This design comes from an exercise in tuning for small area, a short achievable clock period and few clock cycles per item on the open sky130 flow, not from production work. The RTL was checked by simulation tests, not by an equivalence proof against the original design.

== trial 10 ==
==> flow/design.v (excerpt) <==
module wrapped_angle_slew_tracker
(
	input  wire logic                  clk,
	input  wire logic                  arst_n,
	input  wire logic                  cfg_valid,
	output      logic                  cfg_ready,
	input  wire logic [wast_pkg::CFG_IDX_W-1:0]  cfg_index,
	input  wire logic [wast_pkg::CFG_DATA_W-1:0] cfg_data,
	input  wire logic                  in_valid,
	output      logic                  in_ready,
	input  wire logic [wast_pkg::CMD_W-1:0]      cmd,
	input  wire logic [wast_pkg::ANGLE_W-1:0]    angle_in,
	input  wire logic [wast_pkg::TIME_W-1:0]     elapsed_time,
	output      logic                  out_valid,
	input  wire logic                  out_ready,
	output      logic [wast_pkg::ANGLE_W-1:0]    current_angle,
	output      logic [wast_pkg::ANGLE_W-1:0]    target_angle
);
Size in the first run: ~4600 cells after synthesis, roughly 110 I/O pins.
Settings: LEC_CHECK=0, ABC_AREA=1, CAP_MARGIN=20, CORE_MARGIN=2, CORE_UTILIZATION=58, SETUP_SLACK_MARGIN=4.5, SLEW_MARGIN=20; clock period 11.0 ns.
standard.sh (not shown) runs the stock make flow with config.mk's settings and CLKGATE_MAP_FILE= SYNTH_SCRIPT=/design/flow/synth_recipe.tcl, a recipe that flattens the netlist after the stock synthesis.
==> flow/flow/run.sh <==
#!/bin/bash
# Standard layout, with one netlist clean-up between synthesis and floorplan:
# flow/faopt.py removes inverters around full adders by flipping the polarity
# of full adders (a full adder is self-dual), without changing the logic.
set -euo pipefail
R="$PWD/orfs/results/${FLOW_PLATFORM}/wrapped_angle_slew_tracker/base"
bash standard.sh synth > synth.log 2>&1
python3 flow/faopt.py "$R/1_2_yosys.v" "$R/1_2_yosys.faopt.v" > faopt.log 2>&1
grep -c "sky130_fd_sc_hd__inv" "$R/1_2_yosys.v" "$R/1_2_yosys.faopt.v" >> faopt.log 2>&1 || true
cp "$R/1_2_yosys.v" "$R/1_2_yosys.standard.v"
mv "$R/1_2_yosys.faopt.v" "$R/1_2_yosys.v"
bash standard.sh > layout.log 2>&1
Other scripts of this flow, unchanged in this note and not shown: flow/flow/faopt.py
Trial 10 went all the way through the flow, and no timing, DRC or antenna check failed.
Testbench counts of trial 10, summed over its fixed seeds: cycles 2,424, items 2,400.
For trial 18, these inputs were changed with respect to trial 10:
- SETUP_SLACK_MARGIN: 4.5 -> 5
Changes observed in trial 18 relative to trial 10: share of the clock period used by the worst path after layout decreased 0.55 points; least setup slack across all paths after layout now sits higher; via count saw an increase; growth of design area from synthesis to finish shows an increase of 4.5 points; count of clock-buffer cells in the layout did not really move. Post-placement worst setup slack, trial 18 and trial 10: larger value in trial 18. Number of fill cells: trial 18 vs trial 10 down 5.8%. Trial 10 → trial 18: signal arrival time at the worst endpoint dropped 60 ps; final standard cell count with taps included and fillers excluded climbed about 1.2%. Compared with trial 10, trial 18 shows non-clock buffer count higher by 70.

========
Setup of job 101:
Another version of the RTL of wrapped_angle_slew_tracker (not shown whole).
For scale: about 4,700 cells after synthesis, ~110 I/O pins, about 36,000 um2 of cells after synthesis.
export LEC_CHECK = 0
export ABC_AREA = 1
export CAP_MARGIN = 20
export CORE_MARGIN = 2
export CORE_UTILIZATION = 58
export PLACE_DENSITY = 0.75
export SETUP_SLACK_MARGIN = 5
export SLEW_MARGIN = 20
create_clock -name core_clock -period 11.0 [get_ports {clk}]
Scripts as last shown in full above: flow/flow/run.sh
Other scripts of this flow, unchanged in this note and not shown: flow/flow/faopt.py
Testbench counts of job 101, summed over its fixed seeds: cycles 2,424, items 2,400.
Relative to job 101, the following input files were edited for job 103:
-- flow/config.mk --
<<< job 101, line 10
export CORE_MARGIN = 2
export CORE_UTILIZATION = 58
export PLACE_DENSITY = 0.75
export SETUP_SLACK_MARGIN = 5
export SLEW_MARGIN = 20
>>> job 103, line 10
export CORE_MARGIN = 2
export CORE_UTILIZATION = 58
export SETUP_SLACK_MARGIN = 5
export SLEW_MARGIN = 20
==> summary.txt <==
- In terms of number of instances in the synthesized netlist, job 103 and job 101 differ only marginally.
- Between job 101 and job 103, the first-pass GRT wire length is higher for job 101.
- Summary of job 103 over job 101: number of nets in the final layout lost about 0.5%; layout-stage area growth over the synthesis result shows a reduction of 2.8 points; final area now sits lower; met2 routing resource usage after global routing down 2.1 points.

========
## P
wrapped_angle_slew_tracker with an RTL version that a note above also has.
Size in the first run: roughly 4600 cells after synthesis, about 36000 sq um of cells after synthesis.
Settings: LEC_CHECK=0, ABC_AREA=1, CAP_MARGIN=20, CORE_MARGIN=2, CORE_UTILIZATION=52, SETUP_SLACK_MARGIN=5, SLEW_MARGIN=20; clock period 11.0 ns.
Scripts as last shown in full above: flow/flow/run.sh
Other scripts of this flow, unchanged in this note and not shown: flow/flow/faopt.py
Testbench counts of P, summed over its fixed seeds: cycles 2,424, items 2,400.
Input-level comparison between Q and P:
--- a/flow/config.mk
+++ b/flow/config.mk
@@ -9,5 +9,5 @@
 export CAP_MARGIN = 20
 export CORE_MARGIN = 2
-export CORE_UTILIZATION = 52
-export SETUP_SLACK_MARGIN = 5
+export CORE_UTILIZATION = 62
+export SETUP_SLACK_MARGIN = 4.5
 export SLEW_MARGIN = 20
### Flow results
- Measured against P, the amount of wire on met2 after detailed routing of Q comes out at 0.930 times the reference value.
- [compare] base=P new=Q: required time of the critical path rose 20 ps; sequential share of layout area increased 0.37 points.
- Non-clock buffer count in Q vs P: down 56

========
Starting RTL as in the previous note.
Settings: LEC_CHECK=0, ABC_AREA=1, CAP_MARGIN=20, CORE_MARGIN=2, CORE_UTILIZATION=52, SETUP_SLACK_MARGIN=4, SLEW_MARGIN=20; clock period 11.0 ns.
Scripts as last shown in full above: flow/flow/run.sh
Other scripts of this flow, unchanged in this note and not shown: flow/flow/faopt.py
The first run produced a clean layout.
Testbench counts at the start, summed over its fixed seeds: cycles 2,424, items 2,400.
Rerun with:
Settings changed: CORE_UTILIZATION 52 to 58.
What happened: The new run went through all stages and came out clean; setup slack is worse by 0.053 ns; fmax drops by 0.77%.
Rerun with:
Settings changed: CORE_UTILIZATION 58 to 55, SETUP_SLACK_MARGIN 4 to 4.5.
After rerunning: The changed run produced a clean layout; setup slack improved by 0.31 ns; non-clock buffer count rises by 126; final area climbs by about 7%.

[separate check: timing with driven ports]
In the flow no input, the clock included, has a driving cell. The finished layouts below were timed again as built, in two steps.
Step 1 (the two cells are an assumption about what drives the block):
set clk [get_ports {clk}]
set_driving_cell -lib_cell sky130_fd_sc_hd__clkbuf_16 $clk
set_driving_cell -lib_cell sky130_fd_sc_hd__buf_2 [delete_from_list [all_inputs] $clk]
Step 2 times the ports against the registers' clock, not the clock port: input delays grow and output delays shrink by t, the midpoint of the rising clock arrivals with the driver on.
Three values: ideal, step 1, step 2; two values: the first two.
run | shift t [ns] | setup slack, ns | worst setup path after step 2 | latest minus earliest clock arrival (ns)
trial 10 | 0.564 | 4.513 / 4.513 / 4.513 | register to register | 0.022 / 0.021
trial 18 | 0.573 | 4.574 / 4.574 / 4.574 | register to register | 0.018 / 0.017
job 101 | 0.566 | 4.144 / 4.144 / 4.144 | register to register | 0.023 / 0.023
job 103 | 0.568 | 4.530 / 4.530 / 4.530 | register to register | 0.032 / 0.031
P | 0.572 | 4.582 / 4.582 / 4.582 | register to register | 0.022 / 0.021
Q | 0.581 | 4.483 / 4.483 / 4.483 | register to register | 0.014 / 0.015
the first run of note 4 | 0.575 | 4.196 / 4.196 / 4.196 | register to register | 0.033 / 0.033
the second run of note 4 | 0.571 | 4.143 / 4.143 / 4.143 | register to register | 0.021 / 0.021
the third run of note 4 | 0.573 | 4.448 / 4.448 / 4.448 | register to register | 0.026 / 0.026
After both steps every run listed still meets setup and hold.
